What follows belongs to an exercise in optimizing a design on an open flow for small area; a production flow would make more cautious choices. The RTL was checked by simulation tests, not by an equivalence proof against the original design. Power is estimated from default activity; no workload was simulated.

// decimal_rounding_unit_core
module decimal_rounding_unit_core (
  input  logic        clk_i,
  input  logic        rst_ni,
  input  logic        start_i,
  output logic        busy_o,
  input  logic [50:0] in_i,
  output logic        done_o,
  output logic [48:0] result_o,
  input  logic        cfg_we_i,
  input  logic [2:0]  cfg_data_i
);
  assign busy_o = 1'b0;
  logic [6:1] ks, ks_d;
  always_comb begin
    ks_d = '0;
    case (cfg_data_i)
      3'd0: ks_d[6] = 1'b1;
      3'd1: ks_d[5] = 1'b1;
      3'd2: ks_d[4] = 1'b1;
      3'd3: ks_d[3] = 1'b1;
      3'd4: ks_d[2] = 1'b1;
      3'd5: ks_d[1] = 1'b1;
      default: ;
    endcase
  end
  always_ff @(posedge clk_i or negedge rst_ni) begin
    if (!rst_ni) ks <= 6'b001000;
    else if (cfg_we_i) ks <= ks_d;
  end
  wire kany = |ks;
  wire [47:0] u = in_i[50:3];
  wire [17:0] s1;
  wire s1_1, s1_2;
  dru_fa u_s1_1 (.a(~u[43]), .b(u[42]), .c(u[41]), .s(s1_1), .co(s1_2));
  wire s1_3, s1_4;
  dru_ha u_s1_3 (.a(1'b1), .b(~u[45]), .s(s1_3), .co(s1_4));
  wire s1_5, s1_6;
  dru_fa u_s1_5 (.a(1'b1), .b(~u[46]), .c(~u[44]), .s(s1_5), .co(s1_6));
  wire s1_7, s1_8;
  dru_fa u_s1_7 (.a(u[42]), .b(~u[41]), .c(u[40]), .s(s1_7), .co(s1_8));
  wire s1_9, s1_10;
  dru_fa u_s1_9 (.a(1'b1), .b(u[47]), .c(~u[45]), .s(s1_9), .co(s1_10));
  wire s1_11, s1_12;
  dru_fa u_s1_11 (.a(1'b1), .b(~u[46]), .c(~u[43]), .s(s1_11), .co(s1_12));
  wire s1_13, s1_14;
  dru_fa u_s1_13 (.a(u[42]), .b(u[41]), .c(u[39]), .s(s1_13), .co(s1_14));
  wire s1_15, s1_16;
  dru_ha u_s1_15 (.a(u[47]), .b(~u[44]), .s(s1_15), .co(s1_16));
  wire s1_17, s1_18;
  dru_fa u_s1_17 (.a(1'b1), .b(~u[45]), .c(~u[43]), .s(s1_17), .co(s1_18));
  wire s1_19, s1_20;
  dru_fa u_s1_19 (.a(1'b1), .b(u[47]), .c(~u[45]), .s(s1_19), .co(s1_20));
  wire s1_21, s1_22;
  dru_ha u_s1_21 (.a(u[43]), .b(u[42]), .s(s1_21), .co(s1_22));
  wire s1_23, s1_24;
  ...
Size in the first run: roughly 1900 cells after synthesis, ~110 I/O pins, about 18000 µm² of cells after synthesis.
export LEC_CHECK = 0
export CAP_MARGIN = 20
export CORE_MARGIN = 2
export CORE_UTILIZATION = 40
export GPL_TIMING_DRIVEN = 0
export SETUP_SLACK_MARGIN = 0.1
export SLEW_MARGIN = 20
export SYNTH_HIERARCHICAL = 1
create_clock -name core_clock -period 6.0 [get_ports {clk_i}]
standard.sh (not shown) runs the stock make flow with config.mk's settings and CLKGATE_MAP_FILE= SYNTH_SCRIPT=/design/flow/synth_recipe.tcl, a recipe that flattens the netlist after the stock synthesis.
==> flow/flow/run.sh <==
#!/bin/bash
# Standard ORFS layout (the standard.sh, unchanged synthesis), with the port buffers
# made of the smallest buffer cell and no dummy clock loads in clock tree synthesis.
set -euo pipefail
bash standard.sh "BUFFER_PORTS_ARGS=-buffer_cell sky130_fd_sc_hd__buf_1" \
  "CTS_ARGS=-sink_clustering_enable -repair_clock_nets -dont_use_dummy_load" finish > standard_make.log 2>&1
Then changed:
==> flow/flow/run.sh (replaced) <==
#!/bin/bash
# Standard ORFS layout (the standard.sh, unchanged synthesis), with the port buffers
# made of the smallest buffer cell, and a clock tree of clkbuf_8 cells with small sink clusters
# and no dummy clock loads. Tool output goes to standard_make.log and to ORFS's own logs.
set -euo pipefail
bash standard.sh "BUFFER_PORTS_ARGS=-buffer_cell sky130_fd_sc_hd__buf_1" \
  "CTS_ARGS=-sink_clustering_enable -repair_clock_nets -dont_use_dummy_load -buf_list sky130_fd_sc_hd__clkbuf_8 -sink_clustering_size 16 -sink_clustering_max_diameter 80" finish > standard_make.log 2>&1
What happened:
- The new run ran to the end with no violations
- area after synthesis stays the same
- routed wire length goes down slightly
- design area goes down slightly
Then changed:
==> flow/flow/run.sh (replaced) <==
#!/bin/bash
# Standard ORFS layout (the standard.sh, unchanged synthesis), with the port buffers
# made of the smallest buffer cell instead of the default choice.
set -euo pipefail
bash standard.sh "BUFFER_PORTS_ARGS=-buffer_cell sky130_fd_sc_hd__buf_1" finish > standard_make.log 2>&1
What happened:
- routed wire length grows slightly
- worst setup slack got worse by 0.013 ns
- via count climbs slightly
- area after synthesis is unchanged
- critical path depth is unchanged
- global-route usage went up by 0.20 points
- non-clock buffer count goes up by 1
- cell count climbs slightly
- design area rose by a few percent
- first-iteration DRC count climbs by a few percent
- clock power climbs by well over a third
Then changed:
- SETUP_SLACK_MARGIN: 0.1 -> 0.15
The changed run produced a clean layout.
Cell area went up slightly.
Sequential share of layout area is about the same.
Wire length is about the same.
Sequential power is about the same.
Then changed:
==> flow/flow/run.sh (replaced) <==
#!/bin/bash
# Standard ORFS layout (the standard.sh, unchanged synthesis), with the port buffers
# made of the smallest buffer cell and no dummy clock loads in clock tree synthesis.
set -euo pipefail
bash standard.sh "BUFFER_PORTS_ARGS=-buffer_cell sky130_fd_sc_hd__buf_1" \
  "CTS_ARGS=-sink_clustering_enable -repair_clock_nets -dont_use_dummy_load -buf_list sky130_fd_sc_hd__clkbuf_8" finish > standard_make.log 2>&1
- SETUP_SLACK_MARGIN: 0.15 -> 0.1
Result: Clock skew is higher by 0.042 ns; worst setup slack gets worse by 0.19 ns; sequential share of layout area goes up by 0.45 points; combinational power came out lower slightly.

Another version of the RTL of decimal_rounding_unit_core (not shown whole).
Size in the first run: roughly 1800 cells after synthesis, roughly 110 I/O pins.
==> flow/config.mk <==
export PLATFORM = sky130hd
export DESIGN_NAME = decimal_rounding_unit_core
export DESIGN_NICKNAME = decimal_rounding_unit_core
export VERILOG_FILES = /design/flow/design.v
export SDC_FILE = /design/flow/constraint.sdc
export NUM_CORES = 4
export LEC_CHECK = 0
export CAP_MARGIN = 20
export CORE_MARGIN = 2
export CORE_UTILIZATION = 40
export GPL_TIMING_DRIVEN = 0
export SETUP_SLACK_MARGIN = 0.2
export SLEW_MARGIN = 20
export SYNTH_HIERARCHICAL = 1
==> flow/constraint.sdc <==
create_clock -name core_clock -period 6.0 [get_ports {clk_i}]
set_input_delay 1.2000 -clock core_clock [delete_from_list [all_inputs] [get_ports {clk_i}]]
set_output_delay 1.2000 -clock core_clock [all_outputs]
set_load 0.01 [all_outputs]
==> flow/flow/run.sh <==
#!/bin/bash
# Standard ORFS layout (the standard.sh, unchanged synthesis), with the port buffers
# made of the smallest buffer cell, and a clock tree of clkbuf_8 cells with small sink clusters
# and no dummy clock loads. Tool output goes to standard_make.log and to ORFS's own logs.
set -euo pipefail
bash standard.sh "BUFFER_PORTS_ARGS=-buffer_cell sky130_fd_sc_hd__buf_1" \
  "CTS_ARGS=-sink_clustering_enable -repair_clock_nets -dont_use_dummy_load -buf_list sky130_fd_sc_hd__clkbuf_8 -sink_clustering_size 16 -sink_clustering_max_diameter 80" finish > standard_make.log 2>&1
Next try:
- SETUP_SLACK_MARGIN: 0.2 -> 0.3
Result: Synthesized area does not change. Synthesized cell count is unchanged. Design area increases by 0.60%. Utilization increases by 0.27 points. Global-route usage hardly moves. Via count increases by 1.2%. Combinational power increases by about 0.4%. Sequential share of layout area decreases by 0.14 points. Non-clock buffer count increases by 2. Final cell count barely changes.

decimal_rounding_unit_core, a different RTL version from the one above (not shown whole).
## decimal_rounding_unit_core
module decimal_rounding_unit_core (
  input  logic        clk_i,
  input  logic        rst_ni,
  input  logic        start_i,
  output logic        busy_o,
  input  logic [50:0] in_i,
  output logic        done_o,
  output logic [48:0] result_o,
  input  logic        cfg_we_i,
  input  logic [2:0]  cfg_data_i
);
  assign busy_o = 1'b0;
  logic [6:1] ks, ks_d;
  always_comb begin
    ks_d = '0;
    case (cfg_data_i)
      3'd0: ks_d[6] = 1'b1;
      3'd1: ks_d[5] = 1'b1;
      3'd2: ks_d[4] = 1'b1;
      3'd3: ks_d[3] = 1'b1;
      3'd4: ks_d[2] = 1'b1;
      3'd5: ks_d[1] = 1'b1;
      default: ;
    endcase
  end
  always_ff @(posedge clk_i or negedge rst_ni) begin
    if (!rst_ni) ks <= 6'b001000;
    else if (cfg_we_i) ks <= ks_d;
  end
  wire kany = |ks;
  wire [47:0] u = in_i[50:3];
  wire [17:0] s1;
  wire s1_1, s1_2;
  dru_fa u_s1_1 (.a(~u[43]), .b(u[42]), .c(u[41]), .s(s1_1), .co(s1_2));
  wire s1_3, s1_4;
  dru_ha u_s1_3 (.a(1'b1), .b(~u[45]), .s(s1_3), .co(s1_4));
  wire s1_5, s1_6;
  dru_fa u_s1_5 (.a(1'b1), .b(~u[46]), .c(~u[44]), .s(s1_5), .co(s1_6));
  wire s1_7, s1_8;
  dru_fa u_s1_7 (.a(u[42]), .b(~u[41]), .c(u[40]), .s(s1_7), .co(s1_8));
  wire s1_9, s1_10;
  dru_fa u_s1_9 (.a(1'b1), .b(u[47]), .c(~u[45]), .s(s1_9), .co(s1_10));
  wire s1_11, s1_12;
  dru_fa u_s1_11 (.a(1'b1), .b(~u[46]), .c(~u[43]), .s(s1_11), .co(s1_12));
  wire s1_13, s1_14;
  dru_fa u_s1_13 (.a(u[42]), .b(u[41]), .c(u[39]), .s(s1_13), .co(s1_14));
  wire s1_15, s1_16;
  dru_ha u_s1_15 (.a(u[47]), .b(~u[44]), .s(s1_15), .co(s1_16));
  wire s1_17, s1_18;
  dru_fa u_s1_17 (.a(1'b1), .b(~u[45]), .c(~u[43]), .s(s1_17), .co(s1_18));
  wire s1_19, s1_20;
  dru_fa u_s1_19 (.a(1'b1), .b(u[47]), .c(~u[45]), .s(s1_19), .co(s1_20));
  wire s1_21, s1_22;
  dru_ha u_s1_21 (.a(u[43]), .b(u[42]), .s(s1_21), .co(s1_22));
  wire s1_23, s1_24;
  dru_fa u_s1_23 (.a(1'b1), .b(~u[46]), .c(u[44]), .s(s1_23), .co(s1_24));
  wire s1_25, s1_26;
  ...
Settings: LEC_CHECK=0, CAP_MARGIN=20, CORE_MARGIN=2, CORE_UTILIZATION=40, CTS_BUF_LIST=sky130_fd_sc_hd__clkbuf_4 sky130_fd_sc_hd__clkbuf_8, GPL_TIMING_DRIVEN=0, SETUP_SLACK_MARGIN=0.1, SLEW_MARGIN=20, SYNTH_HIERARCHICAL=1; clock period 6.0 ns.
run.sh (not shown) runs the stock make flow with config.mk's settings and CLKGATE_MAP_FILE= SYNTH_SCRIPT=/design/flow/synth_recipe.tcl, a recipe that flattens the netlist after the stock synthesis.
Stock flow here: none of the scripts above is used.
==> next run, changes <==
CTS_BUF_LIST = not set   (was sky130_fd_sc_hd__clkbuf_4 sky130_fd_sc_hd__clkbuf_8)
What happened:
- cell count fell slightly
- synthesized area stays the same
- power rose slightly
- non-clock buffer count rose by 5
- hold slack gains 0.0081 ns

## re-timing with driven ports
The flow's constraints put no driver on any port. The routed layouts listed below were extracted and timed again, unchanged, in two steps.
Step 1 sets driving cells, clkbuf_16 on the clock port and buf_2 on the other inputs (assumed; they add their load-dependent delay and slew).
Step 2 adds t to the input delays and takes it off the output delays; t is the mean of the earliest and latest rising clock arrival at the registers after step 1. Input paths then give back, and output paths get back, about the clock's delay inside the block.
Slacks: ideal / step 1 / step 2; pairs: ideal / step 1.
run	t, ns	setup WS [ns]	worst setup path after step 2	slew at the worst register clock pin (ns)
the first run of note 1	0.597	0.232 / 0.232 / -0.072	input to register	0.06 / 0.06
the second run of note 1	0.601	0.252 / 0.252 / -0.108	input to register	0.10 / 0.10
the third run of note 1	0.619	0.238 / 0.238 / -0.072	input to register	0.07 / 0.07
the fourth run of note 1	0.619	0.352 / 0.329 / -0.113	input to register	0.07 / 0.07
the fifth run of note 1	0.601	0.158 / 0.158 / -0.116	input to register	0.06 / 0.06
the first run of note 2	0.591	0.257 / 0.257 / -0.145	input to register	0.10 / 0.10
the second run of note 2	0.587	0.392 / 0.392 / 0.007	input to register	0.10 / 0.10
the first run of note 3	0.643	0.163 / 0.163 / -0.380	input to register	0.07 / 0.07
the second run of note 3	0.617	0.181 / 0.181 / -0.296	input to register	0.07 / 0.07
With both steps, setup timing fails in 8 of these runs, where it was met with ideal ports. The setup slack of the first run of note 3, which loses most, moves by 0.000 ns with the drivers and by -0.543 ns with both steps.
